From an optimization exercise on the open Yosys and OpenROAD flow, aimed at small area; shortcuts taken in it are not production practice. The RTL was checked by simulation tests, not by an equivalence proof against the original design.

Design regfile_scoreboard, start of the top module:
module regfile_scoreboard #(
  parameter int WIDTH     = 32,
  parameter int ADDR_BITS = 5
) (
  input  logic                 Clk,
  input  logic                 Reset,
  input  logic [ADDR_BITS-1:0] RA,
  input  logic [ADDR_BITS-1:0] RB,
  output logic [WIDTH-1:0]     BusA,
  output logic [WIDTH-1:0]     BusB,
  output logic                 BusyA,
  output logic                 BusyB,
  input  logic [ADDR_BITS-1:0] RW,
  input  logic [WIDTH-1:0]     BusW,
  input  logic                 RegWr,
  input  logic [ADDR_BITS-1:0] IssueRd,
  input  logic                 IssueEn
);
  localparam int DEPTH = 2 ** ADDR_BITS;
  localparam int NREG  = DEPTH - 1;    
  logic [WIDTH-1:0] regs_q [NREG];
  logic [WIDTH-1:0] regs_d [NREG];
  logic [NREG-1:0]  busy_q, busy_d;
  logic hit_a, hit_b;
  rf_hit u_hit_a (.rw(RW), .rr(RA), .en(RegWr), .hit(hit_a));
  rf_hit u_hit_b (.rw(RW), .rr(RB), .en(RegWr), .hit(hit_b));
  logic nrst;
  rf_inv u_nrst (.a(Reset), .y(nrst));
  logic [3:0] lo_w, nlo_s, lo_a, lo_b;
  logic [7:0] hi_w, nhi_s, hi_a, hi_b;
  rf_predec #(.ACT_LOW(0)) u_pd_w (.a(RW),      .en(RegWr),   .en_n(Reset), .lo(lo_w),  .hi(hi_w));
  rf_predec #(.ACT_LOW(1)) u_pd_s (.a(IssueRd), .en(IssueEn), .en_n(Reset), .lo(nlo_s), .hi(nhi_s));
  rf_predec #(.ACT_LOW(0)) u_pd_a (.a(RA),      .en(1'b1),    .en_n(hit_a), .lo(lo_a),  .hi(hi_a));
  rf_predec #(.ACT_LOW(0)) u_pd_b (.a(RB),      .en(1'b1),    .en_n(hit_b), .lo(lo_b),  .hi(hi_b));
  logic [NREG-1:0] wr_n, wr, hold_n, hold, set, nsel_a, nsel_b, sel_a, sel_b;
  for (genvar i = 0; i < NREG; i++) begin : g_reg
    localparam int J = (i + 1) % 4;
    localparam int K = (i + 1) / 4;
    rf_nand2 u_wrn  (.a(lo_w[J]), .b(hi_w[K]), .y(wr_n[i]));
  ...
Size: about 3,500 cells after synthesis, about 1,000 flip-flops, about 120 I/O pins, about 40,000 um2 of cells after synthesis.
export LEC_CHECK = 0
export CAP_MARGIN = 10
export CORE_MARGIN = 2
export CORE_UTILIZATION = 45
export GPL_TIMING_DRIVEN = 0
export PLACE_DENSITY = 0.55
export SLEW_MARGIN = 10
export SYNTH_HIERARCHICAL = 1
create_clock -name core_clock -period 8.0 [get_ports {Clk}]
standard.sh (not shown) runs the stock make flow with config.mk's settings and CLKGATE_MAP_FILE= SYNTH_SCRIPT=/design/flow/synth_recipe.tcl, a recipe that flattens the netlist after the stock synthesis.
==> flow/flow/run.sh <==
#!/bin/bash
# Own layout flow: the standard synthesis and layout steps (standard.sh), with these
# changes to how the layout is built:
#  - port buffers use the smallest buffer (buf_1) instead of the default delay buffer;
#  - before global placement, inverters that drive high-fanout nets are given the x2 size
#    (same area as x1), so that repair_design needs fewer buffers (size_drivers.tcl);
#  - clock tree: clkbuf_16 only, sink clusters of up to 25, no dummy loads.
# Each tool's output goes to a log in this folder.
set -euo pipefail
export BUFFER_PORTS_ARGS="-buffer_cell sky130_fd_sc_hd__buf_1"
export PRE_GLOBAL_PLACE_TCL="$PWD/flow/size_drivers.tcl"
export CTS_ARGS="-sink_clustering_enable -repair_clock_nets -dont_use_dummy_load -buf_list {sky130_fd_sc_hd__clkbuf_16} -sink_clustering_size 25 -sink_clustering_max_diameter 100"
bash standard.sh synth > synth.log 2>&1
bash standard.sh > layout.log 2>&1
==> flow/flow/size_drivers.tcl <==
# Before global placement: give every inverter that drives a high-fanout net the x2 size,
# which has the same area as x1 (sky130hd inv_1 and inv_2 are both 3.75 um2).
set db [ord::get_db]
set inv2 [$db findMaster sky130_fd_sc_hd__inv_2]
set n 0
foreach inst [[ord::get_db_block] getInsts] {
  if {[[$inst getMaster] getName] ne "sky130_fd_sc_hd__inv_1"} { continue }
  set net [[$inst findITerm Y] getNet]
  if {$net eq "NULL"} { continue }
  if {[llength [$net getITerms]] > 8} {
    $inst swapMaster $inv2
    incr n
  }
}
puts "size_drivers: $n inverters sized to inv_2"
==> next run, changes <==
--- a/flow/flow/run.sh
+++ b/flow/flow/run.sh
@@ -6,3 +6,3 @@
 #    (same area as x1), so that repair_design needs fewer buffers (size_drivers.tcl);
-#  - clock tree: clkbuf_16 only, sink clusters of up to 25, no dummy loads.
+#  - clock tree: clkbuf_16 only, sink clusters of up to 28, no dummy loads.
 # Each tool's output goes to a log in this folder.
@@ -11,3 +11,3 @@
 export PRE_GLOBAL_PLACE_TCL="$PWD/flow/size_drivers.tcl"
-export CTS_ARGS="-sink_clustering_enable -repair_clock_nets -dont_use_dummy_load -buf_list {sky130_fd_sc_hd__clkbuf_16} -sink_clustering_size 25 -sink_clustering_max_diameter 100"
+export CTS_ARGS="-sink_clustering_enable -repair_clock_nets -dont_use_dummy_load -buf_list {sky130_fd_sc_hd__clkbuf_16} -sink_clustering_size 28 -sink_clustering_max_diameter 120"
 bash standard.sh synth > synth.log 2>&1
After rerunning: Final cell count stays flat. Flip-flop and latch count is unchanged. Die area is unchanged. Final area hardly moves. Count of clock-buffer cells in the layout went down by 5. Non-clock buffer count does not change. Setup slack gets worse by 130 ps. Wire length barely changes. Global-route usage went down by 0.11 points.

-- static timing again, ports no longer ideal --
The flow's constraints put no driver on any port. The routed layouts listed below were extracted and timed again, unchanged, in two steps. Step 1 sets driving cells, clkbuf_16 on the clock port and buf_2 on the other inputs (assumed; they add their load-dependent delay and slew). Step 2 times the ports against the registers' clock, not the clock port: input delays grow and output delays shrink by t, the midpoint of the rising clock arrivals with the driver on. Slacks: ideal / step 1 / step 2; pairs: ideal / step 1.
run | t, ns | setup slack, ns | worst hold slack (ns) | worst setup path after step 2 | slew at the worst register clock pin (ns)
the first run | 0.726 | 0.403 / 0.365 / 0.365 | 0.490 / 0.490 / 0.490 | input to output | 0.11 / 0.11
the second run | 0.708 | 0.276 / 0.241 / 0.241 | 0.495 / 0.495 / 0.495 | input to output | 0.12 / 0.12
After both steps every run listed still meets setup and hold. For the first run, which loses most, drivers alone change the setup slack by -0.038 ns; drivers and shift together by -0.038 ns.
